What follows belongs to an exercise in optimizing a design on an open flow for small area; a production flow would make more cautious choices.
No activity file was given, so power comes from the tool's default toggle rates.

## violet
// branch_chkpt_ctrl
module branch_chkpt_ctrl #(
    parameter int NUM_CHKPT = branch_chkpt_ctrl_pkg::NUM_CHKPT,
    parameter int TAG_W     = branch_chkpt_ctrl_pkg::CHKPT_TAG_W
) (
    input  logic                                        clk_i,
    input  logic                                        rst_i,
    input  logic                                        chkpt_we_i,
    input  logic [branch_chkpt_ctrl_pkg::MAP_W-1:0]     chkpt_rat_map_i,
    input  logic [branch_chkpt_ctrl_pkg::PREG_W-1:0]    chkpt_fl_head_i,
    input  logic [branch_chkpt_ctrl_pkg::COUNT_W-1:0]   chkpt_fl_free_count_i,
    output logic [TAG_W-1:0]                            chkpt_tag_o,
    output logic                                        chkpt_avail_o,
    input  logic                                        commit_free_valid_i,
    input  logic [branch_chkpt_ctrl_pkg::PREG_W-1:0]    fl_live_tail_i,
    input  logic                                        resolve_valid_i,
    input  logic [TAG_W-1:0]                            resolve_tag_i,
    input  logic                                        resolve_mispredict_i,
    output logic                                        rat_recover_o,
    output logic [branch_chkpt_ctrl_pkg::MAP_W-1:0]     rat_recover_map_o,
    output logic                                        fl_recover_o,
    output logic [branch_chkpt_ctrl_pkg::PREG_W-1:0]    fl_recover_head_o,
    output logic [branch_chkpt_ctrl_pkg::PREG_W-1:0]    fl_recover_tail_o,
    output logic [branch_chkpt_ctrl_pkg::COUNT_W-1:0]   fl_recover_free_count_o,
    output logic                                        flush_o,
    output logic                                        busy_o
);
==> flow/config.mk <==
export PLATFORM = sky130hd
export DESIGN_NAME = branch_chkpt_ctrl
export DESIGN_NICKNAME = branch_chkpt_ctrl
export VERILOG_FILES = /design/flow/design.v
export SDC_FILE = /design/flow/constraint.sdc
export NUM_CORES = 4
export LEC_CHECK = 0
export ABC_AREA = 1
export CAP_MARGIN = 20
export CORE_MARGIN = 2
export CORE_UTILIZATION = 30
export SLEW_MARGIN = 20
==> flow/constraint.sdc <==
create_clock -name core_clock -period 5.5 [get_ports {clk_i}]
set_input_delay 1.1000 -clock core_clock [delete_from_list [all_inputs] [get_ports {clk_i}]]
set_output_delay 1.1000 -clock core_clock [all_outputs]
set_load 0.01 [all_outputs]
standard.sh (not shown) runs the stock make flow with config.mk's settings and CLKGATE_MAP_FILE= SYNTH_SCRIPT=/design/flow/synth_recipe.tcl, a recipe that flattens the netlist after the stock synthesis.
==> flow/flow/run.sh <==
#!/bin/bash
# Own layout flow: the standard synthesis, then a re-mapping of the datapath's
# combinational logic (registers untouched, see remap.py) and a re-synthesis of the remaining
# control logic (ctlopt.py, checked equivalent by SAT), then the standard layout steps
# with the ports buffered by the smallest buffer and a clock tree of small buffers without
# dummy loads.
set -euo pipefail
W=$(pwd)
R=$W/orfs/results/${FLOW_PLATFORM}/branch_chkpt_ctrl/base
bash standard.sh synth > $W/flow_synth.log 2>&1
cp $R/1_2_yosys.v $W/1_2_yosys.standard.v
python3 $W/flow/remap.py $R/1_2_yosys.v > $W/flow_remap.log 2>&1
python3 $W/flow/ctlopt.py $R/1_2_yosys.v $W/ctlopt > $W/flow_ctlopt.log 2>&1
rm -f $R/1_synth.odb $R/1_synth.sdc
export BUFFER_PORTS_ARGS="-buffer_cell sky130_fd_sc_hd__buf_1"
export CTS_ARGS="-sink_clustering_enable -repair_clock_nets -dont_use_dummy_load -sink_clustering_size 16 -sink_clustering_max_diameter 80 -buf_list {sky130_fd_sc_hd__clkbuf_8}"
bash standard.sh finish > $W/flow_finish.log 2>&1
Other scripts of this flow, unchanged in this note and not shown: flow/flow/ctlopt.py, flow/flow/remap.py
violet reached the final stage; the timing, DRC and antenna checks on its layout passed.
Here is what was changed in the inputs of zinc compared with violet.
# violet
export LEC_CHECK = 0
export ABC_AREA = 1
export CAP_MARGIN = 20
export CORE_MARGIN = 2
export CORE_UTILIZATION = 30
export SLEW_MARGIN = 20
create_clock -name core_clock -period 5.5 [get_ports {clk_i}]
# zinc
export LEC_CHECK = 0
export ABC_AREA = 1
export CAP_MARGIN = 20
export CORE_MARGIN = 2
export CORE_UTILIZATION = 30
export PLACE_DENSITY = 0.75
export SLEW_MARGIN = 20
create_clock -name core_clock -period 5.5 [get_ports {clk_i}]
-- flow/flow/run.sh --
<<< violet, line 14
rm -f $R/1_synth.odb $R/1_synth.sdc
export BUFFER_PORTS_ARGS="-buffer_cell sky130_fd_sc_hd__buf_1"
export CTS_ARGS="-sink_clustering_enable -repair_clock_nets -dont_use_dummy_load -sink_clustering_size 16 -sink_clustering_max_diameter 80 -buf_list {sky130_fd_sc_hd__clkbuf_8}"
bash standard.sh finish > $W/flow_finish.log 2>&1
>>> zinc, line 14
rm -f $R/1_synth.odb $R/1_synth.sdc
export BUFFER_PORTS_ARGS="-buffer_cell sky130_fd_sc_hd__buf_1"
export CTS_ARGS="-sink_clustering_enable -repair_clock_nets -dont_use_dummy_load -sink_clustering_size 20 -sink_clustering_max_diameter 60 -buf_list {sky130_fd_sc_hd__clkbuf_8}"
bash standard.sh finish > $W/flow_finish.log 2>&1
## What came out
Sort zinc and violet by smallest setup slack after layout desc -> top: zinc. Compared with violet, zinc shows proportion of power drawn by the clock network higher by 0.2 points. Comparing zinc with violet, the placed instance area came out essentially unchanged. STATUS design internal power: zinc loses against violet. Between zinc and violet, the difference in share of the final layout cell area in sequential cells is negligible. The iteration-0 DRC count of the detailed router of zinc exceeds that of violet by about 23%. met1 track demand over resource in global routing in zinc is 1.9 points lower than in violet. Higher H-tree depth reported by CTS was reported by zinc, not violet. Shortest clock period the worst path allows after layout | zinc below violet. Number of non-clock buffers in the layout: zinc lower than violet. Area added between synthesis and finish: higher on zinc. zinc ran to completion and came out clean on the timing, DRC and antenna checks.
Input changes introduced in harbor (baseline for comparison: zinc):
-- flow/flow/run.sh --
<<< zinc, line 14
rm -f $R/1_synth.odb $R/1_synth.sdc
export BUFFER_PORTS_ARGS="-buffer_cell sky130_fd_sc_hd__buf_1"
export CTS_ARGS="-sink_clustering_enable -repair_clock_nets -dont_use_dummy_load -sink_clustering_size 20 -sink_clustering_max_diameter 60 -buf_list {sky130_fd_sc_hd__clkbuf_8}"
bash standard.sh finish > $W/flow_finish.log 2>&1
>>> harbor, line 14
rm -f $R/1_synth.odb $R/1_synth.sdc
export BUFFER_PORTS_ARGS="-buffer_cell sky130_fd_sc_hd__buf_1"
export CTS_ARGS="-sink_clustering_enable -repair_clock_nets -dont_use_dummy_load -sink_clustering_size 16 -sink_clustering_max_diameter 80 -buf_list {sky130_fd_sc_hd__clkbuf_8}"
bash standard.sh finish > $W/flow_finish.log 2>&1
### Flow results
harbor went all the way through the flow, and no timing, DRC or antenna check failed.
Between harbor and zinc, the difference in share of the final layout cell area in multi-input gates is negligible.
Compare harbor and zinc | count of clock-buffer cells in the layout higher: zinc
Between zinc and harbor, the first-pass GRT wire length figures differ only marginally.
Delta (harbor minus zinc): synthesis-to-layout area growth lower, area of all placed cells without fillers roughly the same, worst path setup slack after routing lower.
No functional check of the RTL was part of any run of this note.

-- port drivers added, routing unchanged --
The results above use ideal ports. As a check the final layouts listed here were re-extracted and re-timed, cells and wires unchanged. Step 1 (the two cells are an assumption about what drives the block):
set clk [get_ports {clk_i}]
set_driving_cell -lib_cell sky130_fd_sc_hd__clkbuf_16 $clk
set_driving_cell -lib_cell sky130_fd_sc_hd__buf_2 [delete_from_list [all_inputs] $clk]
Step 2 also shifts input and output timing later by t, the mid clock arrival at the registers, as if the neighbouring blocks saw the same clock. Slacks: ideal / step 1 / step 2; pairs: ideal / step 1.
| run | t (ns) | setup slack, ns | clock arrival spread, ns | worst slew at a driven data input, ns | cell pins on the clock port's net |
|---|---|---|---|---|---|
| violet | 0.772 | 0.238 / 0.181 / 0.442 | 0.057 / 0.057 | 0.09 | 1 |
| zinc | 0.724 | 0.246 / 0.192 / 0.357 | 0.085 / 0.085 | 0.10 | 1 |
| harbor | 0.759 | 0.240 / 0.184 / 0.360 | 0.059 / 0.060 | 0.10 | 1 |
After both steps every run listed still meets setup and hold.
